Context: an optimization exercise on an open-source flow, tuned for a short achievable clock period and few clock cycles. The choices shown serve that exercise and are no tape-out recipe. Only simulation tests tie the RTL to the original design; equivalence was not proved.

==> exp/delta <==
==> flow/design.v (excerpt) <==
module dcache_top (
	input  logic                  CLK,
	input  logic                  nRST,
	input  dcache_pkg::dc_addr_t  dmem_addr,
	input  logic                  dmem_ren,
	input  logic                  dmem_wen,
	input  logic [32-1:0] dmem_store,
	input  logic                  halt,
	output logic                  dhit,
	output logic [32-1:0] dmem_load,
	output logic                  flushed,
	output logic                  mem_ren,
	output logic                  mem_wen,
	output logic [32-1:0] mem_addr,
	output logic [32-1:0] mem_store,
	input  logic [32-1:0] mem_load,
	input  logic                  mem_wait
);
	localparam int TW = 26;
	localparam int WW = 32;
	localparam int IW = 3;
	localparam int NS = 8;
	localparam int NF = 2 * NS;      
	localparam int BW = TW + IW;     
	localparam int NB = 8;  
	typedef enum logic [3:0] {
		st_idle,    
		st_ack,     
		st_rd,      
		st_rddone,  
		st_scan,    
		st_drain,   
		st_hitw,    
		st_done
	} state_t;
	logic [NF-1:0][TW-1:0]      tag_q;
	logic [NF-1:0]              valid_q;
	logic [NF-1:0][1:0]         wv_q;    
	logic [NF-1:0][1:0]         wd_q;    
	logic [NF-1:0][1:0][WW-1:0] data_q;
	logic [NS-1:0]              repl_q;  
	logic [NB-1:0]              wbv_q;
	logic [NB-1:0][BW-1:0]      wba_q;
	logic [NB-1:0][1:0]         wbm_q;  
	logic [NB-1:0][1:0][WW-1:0] wbd_q;
	logic [NB-1:0]              at_head, at_tail;  
	logic          dhit_q, mren_q, mwen_q, flushed_q;
	logic [WW-1:0] load_q, maddr_q, mstore_q;
	state_t        state, state_n;
	logic          idle_q, rdst_q, stall_q;  
	logic [WW-1:0] hit_count;
	logic [3:0]    fp_q;  
	assign dhit      = dhit_q;
	assign dmem_load = load_q;
	assign mem_ren   = mren_q;
	assign mem_wen   = mwen_q;
	assign mem_addr  = maddr_q;
  ...
clock: 9.0 ns
lec_check: 0
abc_clock_period_in_ps: 2500
cap_margin: 20
core_margin: 2
core_utilization: 25
setup_slack_margin: 5.0
slew_margin: 20
tns_end_percent: 100
standard.sh (not shown) runs the stock make flow with config.mk's settings and CLKGATE_MAP_FILE= SYNTH_SCRIPT=/design/flow/synth_recipe.tcl, a recipe that flattens the netlist after the stock synthesis.
==> flow/flow/run.sh <==
#!/bin/bash
# The standard layout, with one change to how it is made: the input
# and output ports get plain buffers (buf_4) instead of the delay-cell
# buffers that buffer_ports picks on its own.
# The make output goes to flow_make.log; each ORFS step keeps its own log
# under orfs/logs.
set -euo pipefail
bash standard.sh \
	"BUFFER_PORTS_ARGS=-buffer_cell sky130_fd_sc_hd__buf_4" \
	finish > flow_make.log 2>&1
==> exp/nickel: changes against exp/delta <==
==> flow/flow/run.sh (replaced) <==
#!/bin/bash
# The standard layout, with two changes to how it is made:
# - the input and output ports get plain buffers (buf_4) instead of the
#   delay-cell buffers that buffer_ports picks on its own
# - timing repair aims at a larger setup margin than config.mk may set
# The make output goes to flow_make.log; each ORFS step keeps its own log
# under orfs/logs.
set -euo pipefail
bash standard.sh \
	"BUFFER_PORTS_ARGS=-buffer_cell sky130_fd_sc_hd__buf_4" \
	"SETUP_SLACK_MARGIN=6.0" \
	finish > flow_make.log 2>&1
CORE_UTILIZATION = 30   (was 25)
==> exp/willow: changes against exp/delta <==
--- a/flow/design.v
+++ b/flow/design.v
@@ -29,15 +29,16 @@
 );
 	localparam int TW = 26;
 	localparam int WW = 32;
 	localparam int IW = 3;
 	localparam int NS = 8;
 	localparam int NF = 2 * NS;      
 	localparam int BW = TW + IW;     
-	localparam int NB = 8;  
+	localparam int NB = 4;  
+	localparam int PW = 2;
 	typedef enum logic [3:0] {
 		st_idle,    
 		st_ack,     
 		st_rd,      
 		st_rddone,  
 		st_scan,    
 		st_drain,   
@@ -50,19 +51,19 @@
 	logic [NF-1:0][1:0]         wd_q;    
 	logic [NF-1:0][1:0][WW-1:0] data_q;
 	logic [NS-1:0]              repl_q;  
 	logic [NB-1:0]              wbv_q;
 	logic [NB-1:0][BW-1:0]      wba_q;
 	logic [NB-1:0][1:0]         wbm_q;  
 	logic [NB-1:0][1:0][WW-1:0] wbd_q;
-	logic [NB-1:0]              at_head, at_tail;  
+	logic [PW-1:0]              wb_head, wb_tail;
 	logic          dhit_q, mren_q, mwen_q, flushed_q;
 	logic [WW-1:0] load_q, maddr_q, mstore_q;
 	state_t        state, state_n;
-	logic          idle_q, rdst_q, stall_q;  
+	logic          idle_q, rdst_q;  
 	logic [WW-1:0] hit_count;
 	logic [3:0]    fp_q;  
 	assign dhit      = dhit_q;
 	assign dmem_load = load_q;
 	assign mem_ren   = mren_q;
 	assign mem_wen   = mwen_q;
 	assign mem_addr  = maddr_q;
@@ -73,29 +74,35 @@
 	assign bus_next = (mren_q || mwen_q) && mem_wait;
 	assign bus_done = (mren_q || mwen_q) && !mem_wait;
 	logic          head_v;
 	logic [1:0]    head_m;
 	logic [BW-1:0] head_a;
 	logic [WW-1:0] head_d;
 	logic          hw_word;  
+	logic [NB-1:0] at_head, at_tail;
 	logic          wb_full, wb_pend;
 	always_comb begin
 		head_v = 1'b0;
 		head_m = '0;
 		head_a = '0;
 		wb_pend = 1'b0;
-		head_d  = '0;
 		for (int e = 0; e < NB; e++) begin
-			head_v  = head_v | (at_head[e] & wbv_q[e]);
-			head_m  = head_m | ({2{at_head[e]}} & wbm_q[e]);
-			head_a  = head_a | ({BW{at_head[e]}} & wba_q[e]);
-			head_d  = head_d | ({WW{at_head[e]}} & (wbm_q[e][0] ? wbd_q[e][0] : wbd_q[e][1]));
+			at_head[e] = (wb_head == PW'(e));
+			at_tail[e] = (wb_tail == PW'(e));
+			if (at_head[e]) begin
+				head_v = wbv_q[e];
+				head_m = wbm_q[e];
+				head_a = wba_q[e];
+			end
 			wb_pend = wb_pend | (wbv_q[e] & (|wbm_q[e]));
 		end
 		hw_word = !head_m[0];
+		head_d  = '0;
+		for (int e = 0; e < NB; e++)
+			head_d = head_d | ({WW{at_head[e]}} & wbd_q[e][hw_word]);
 		wb_full = |(wbv_q & at_tail);
 	end
 	logic [TW-1:0] a_tag;
 	logic [IW-1:0] a_set;
 	logic          a_wo, req, idle;
 	assign a_tag = dmem_addr.fields.tag;
 	assign a_set = dmem_addr.fields.index;
@@ -153,17 +160,16 @@
 			fsel[e] = wbv_q[e] && wbm_q[e][a_wo] && (wba_q[e] == {a_tag, a_set});
 			fdat    = fdat | ({WW{fsel[e]}} & wbd_q[e][a_wo]);
 		end
 		fwd = |fsel;
 		infl = mwen_q && mem_wait && maddr_q[WW-1:2] == {a_tag, a_set, a_wo};
 		ok   = hit || can_alloc;
 	end
-	logic start_write, wr_block;  
 	logic d_wr, d_rc, d_rf, d_rm, d_ack, d_any;
-	assign d_wr  = idle && dmem_wen && ok && !infl && !(start_write && wr_block);
+	assign d_wr  = idle && dmem_wen && ok && !infl;
 	assign d_rc  = idle && dmem_ren && wvalid;
 	assign d_rf  = idle && dmem_ren && !wvalid && fwd && ok;
 	assign d_rm  = idle && dmem_ren && !wvalid && !fwd && ok;
 	assign d_ack = d_wr || d_rc || d_rf;
 	assign d_any = d_ack || d_rm;
 	logic               upd_q, hit_q, wr_q, rf_q, v_q;
 	logic [IW-1:0]      set_q;
@@ -220,46 +226,42 @@
 		push_a = '0;
 		push_d = '0;
 		for (int f = 0; f < NF; f++) begin
 			push_a = push_a | ({BW{pf[f]}} & {tag_q[f], IW'(f/2)});
 			push_d = push_d | ({2*WW{pf[f]}} & data_q[f]);
 		end
 	end
-	logic rq_slot, wslot, rd_want, start_read, start_hitw;
+	logic rd_want, wslot, start_read, start_write, start_hitw, wr_block;
 	logic head_pend, hitw_sel;
-	assign rq_slot     = (idle && dmem_ren && !stall_q) || (rdst_q && !rd_on_q);
-	assign wslot       = (idle && (dmem_wen || halt || stall_q)) || (rdst_q && rd_on_q)
-	                     || scan || state == st_drain
-	                     || (((state == st_ack && !(wr_q && |(fsel_q & at_head))) || state == st_rddone)
-	                         && (wb_full || |(wbv_q & {at_tail[NB-2:0], at_tail[NB-1]})));
-	assign rd_want     = (d_rm && !stall_q) || (rdst_q && !rd_on_q);
-	assign wr_block    = |(fsel & at_head) && hw_word == a_wo;
+	assign rd_want     = d_rm || (rdst_q && !rd_on_q);
+	assign wslot       = ((idle && (req || halt)) || rdst_q || scan || state == st_drain)
+	                     && !rd_want;
+	assign wr_block    = d_wr && |(fsel & at_head);
 	assign head_pend   = head_v && (|head_m);
 	assign hitw_sel    = (state == st_drain) && !wb_pend;
 	assign start_read  = !bus_next && rd_want;
-	assign start_write = !bus_next && wslot && head_pend && !pf_sel;
+	assign start_write = !bus_next && wslot && head_pend && !wr_block
+	                     && !(1 && pf_go);
 	assign start_hitw  = !bus_next && hitw_sel && !push;
 	logic pf_v_q, pfi_q, pfi_ok_q, pf_o_q, pfi_o_q, pf_go, start_pf, pf_fill;
 	logic [NF-1:0] pf_f_q, pfi_f_q;
 	logic [WW-1:0] pf_addr_q;
-	logic pf_sel;
-	assign pf_go    = pf_v_q && ((idle && dmem_wen) || (rdst_q && rd_on_q));
-	assign pf_sel   = pf_go && (1 || !head_pend);
-	assign start_pf = !bus_next && pf_sel;
+	assign pf_go    = pf_v_q && ((idle && req) || rdst_q) && !rd_want;
+	assign start_pf = !bus_next && pf_go && !start_write;
 	assign pf_fill  = pfi_q && pfi_ok_q && bus_done;
 	logic pf_kill, pfi_kill;
 	assign pf_kill  = (alloc && |(vf_q & pf_f_q))
 	                  || (upd_q && |(wf_q & pf_f_q) && wo_q == pf_o_q && (wr_q || rf_q));
 	assign pfi_kill = (alloc && |(vf_q & pfi_f_q))
 	                  || (upd_q && |(wf_q & pfi_f_q) && wo_q == pfi_o_q && (wr_q || rf_q));
 	logic [WW-1:0] maddr_n, mstore_n, maddr_k, mstore_k;
 	always_comb begin
-		if (rq_slot)
+		if (start_read)
 			maddr_n = {a_tag, a_set, a_wo, 2'b00};
-		else if (pf_sel)
+		else if (start_pf)
 			maddr_n = pf_addr_q;
 		else if (hitw_sel)
 			maddr_n = 32'h3100;
 		else
 			maddr_n = {head_a, hw_word, 2'b00};
 		mstore_n = hitw_sel ? hit_count : head_d;
 	end
@@ -288,31 +290,30 @@
 		if (!nRST) begin
 			valid_q   <= '0;
 			wv_q      <= '0;
 			wd_q      <= '0;
 			repl_q    <= '0;
 			wbv_q     <= '0;
 			wbm_q     <= '0;
-			at_head   <= NB'(1);
-			at_tail   <= NB'(1);
+			wb_head   <= '0;
+			wb_tail   <= '0;
 			dhit_q    <= 1'b0;
 			maddr_q   <= '0;
 			mstore_q  <= '0;
 			mren_q    <= 1'b0;
 			mwen_q    <= 1'b0;
 			flushed_q <= 1'b0;
 			upd_q     <= 1'b0;
 			rd_on_q   <= 1'b0;
 			pf_v_q    <= 1'b0;
 			pfi_q     <= 1'b0;
 			pfi_ok_q  <= 1'b0;
 			state     <= st_idle;
 			idle_q    <= 1'b1;
 			rdst_q    <= 1'b0;
-			stall_q   <= 1'b0;
 			hit_count <= '0;
 			fp_q      <= '0;
 		end else begin
 			upd_q  <= d_any;
 			maddr_q  <= bus_next ? maddr_k : maddr_n;
 			mstore_q <= bus_next ? mstore_k : mstore_n;
 			dhit_q <= d_ack || rd_done;
@@ -369,52 +370,52 @@
 					wbm_q[e][wo_q] <= 1'b0;
 				if (push && at_tail[e]) begin
 					wbv_q[e] <= 1'b1;
 					wbm_q[e] <= push_m;
 				end
 			end
 			if (start_write ? !head_m[!hw_word] : (head_v && !(|head_m)))
-				at_head <= {at_head[NB-2:0], at_head[NB-1]};
+				wb_head <= wb_head + 1'b1;
 			if (push)
-				at_tail <= {at_tail[NB-2:0], at_tail[NB-1]};
+				wb_tail <= wb_tail + 1'b1;
 			if (!bus_next) begin
 				mren_q <= start_read || start_pf;
 				mwen_q <= start_write || start_hitw;
 			end
 			if (start_read)
 				rd_on_q <= 1'b1;
 			else if (rd_done)
 				rd_on_q <= 1'b0;
 			state   <= state_n;
 			idle_q  <= (state_n == st_idle);
 			rdst_q  <= (state_n == st_rd);
-			stall_q <= idle && req && !d_any;
 			if (scan && fadv)
 				fp_q <= fp_q + 1'b1;
 			if (state == st_hitw && bus_done)
 				flushed_q <= 1'b1;
 		end
 	end
 	always_ff @(posedge CLK) begin
 		if (!bus_next) begin
 			maddr_k  <= maddr_n;
 			mstore_k <= mstore_n;
 		end
 		if (rdst_q)
 			load_q <= mem_load;
 		else
-			load_q <= ({WW{wv0}} & dsel[0]) | ({WW{wv1}} & dsel[1]) | fdat;
+			load_q <= ({WW{wv0}} & dsel[0]) | ({WW{wv1}} & dsel[1])
+			          | ({WW{!wvalid}} & fdat);
 		if (upd_q && rdst_q)
 			rdf_q <= wf_q;
 		if (alloc) begin
 			pf_f_q    <= vf_q;
 			pf_o_q    <= !wo_q;
 			pf_addr_q <= {rtag_q, set_q, !wo_q, 2'b00};
 		end
-		if (!bus_next) begin
+		if (start_pf) begin
 			pfi_f_q <= pf_f_q;
 			pfi_o_q <= pf_o_q;
 		end
 		for (int f = 0; f < NF; f++) begin
 			if (pf_fill && pfi_f_q[f])
 				data_q[f][pfi_o_q] <= mem_load;
 			if (alloc && vf_q[f])
==> flow/flow/run.sh (replaced) <==
#!/bin/bash
# The standard layout, with two changes to how it is made:
# - the input and output ports get plain buffers (buf_4) instead of the
#   delay-cell buffers that buffer_ports picks on its own
# - timing repair aims at a larger setup margin than config.mk may set
# The make output goes to flow_make.log; each ORFS step keeps its own log
# under orfs/logs.
set -euo pipefail
bash standard.sh \
	"BUFFER_PORTS_ARGS=-buffer_cell sky130_fd_sc_hd__buf_4" \
	"SETUP_SLACK_MARGIN=6.0" \
	finish > flow_make.log 2>&1
CORE_UTILIZATION = 45   (was 25)
==> out/qor.csv <==
stage;metric;value;unit
outcome;outcome;no timing/DRC/antenna violations;
timing;final hold vios;0;
layout;commonest non-fill, non-tap cell in the layout;o22ai_1;
logic_synthesis;mean post-synth cell area;10.45;sq um
setup_path;CP Launch Type;flop;
[end of results for exp/delta]
==> out/qor.csv <==
stage;metric;value;unit
outcome;Log Error;[ERROR GRT-0232] Routing congestion too high. Check the congestion heatmap in the GUI.;
outcome;failing step;5_1_grt;
clocking;H-Tree Level Count;5;
clocking;TritonCTS Buffers;278;
logic_synthesis;mean post-synth cell area;10.02;sq um
logic_synthesis;YS warnings;1;
clocking;Post-CTS Setup Repair Bufs;458;
outcome;outcome;stopped before the end;
logic_synthesis;area share of the largest cell type after synthesis;24.58;%
[end of results for exp/willow]
==> out/qor.csv <==
stage;metric;value;unit
outcome;failing step;5_1_grt;
logic_synthesis;mean post-synth cell area;10.45;sq um
clocking;Resize count post-CTS;1566;
logic_synthesis;Post-synth top flop;edfxtp_1;
placed_design;dpl cells;17316;
global_route;GR peak layer;met2;
die;starting density of the core;30.18;%
clocking;Max Root-Sink Buffers;4;
outcome;Log Error;[ERROR GRT-0232] Routing congestion too high. Check the congestion heatmap in the GUI.;
outcome;outcome;stopped before the end;
clocking;# clock sinks;2744;
[end of results for exp/nickel]
Testbench counts of exp/delta, summed over its fixed seeds: cycles 11,308.
Testbench counts of exp/nickel, summed over its fixed seeds: cycles 11,308.
Testbench counts of exp/willow, summed over its fixed seeds: cycles 11,492.

[separate check: timing with driven ports]
The flow's constraints put no driver on any port. The routed layout listed below was extracted and timed again, unchanged, in two steps. Step 1, drivers: a clkbuf_16 drives CLK and a buf_2 each remaining input, both assumed. Step 2 times the ports against the registers' clock, not the clock port: input delays grow and output delays shrink by t, the midpoint of the rising clock arrivals with the driver on. Slacks: ideal / step 1 / step 2; pairs: ideal / step 1.
run: exp/delta
t (ns): 1.091
setup slack, ns: 4.310 / 4.310 / 3.639
worst setup path at the end: input to register
cell pins on the clock port's net: 1
After both steps exp/delta still meets setup and hold. For exp/delta, drivers alone change the setup slack by 0.000 ns; drivers and shift together by -0.671 ns.
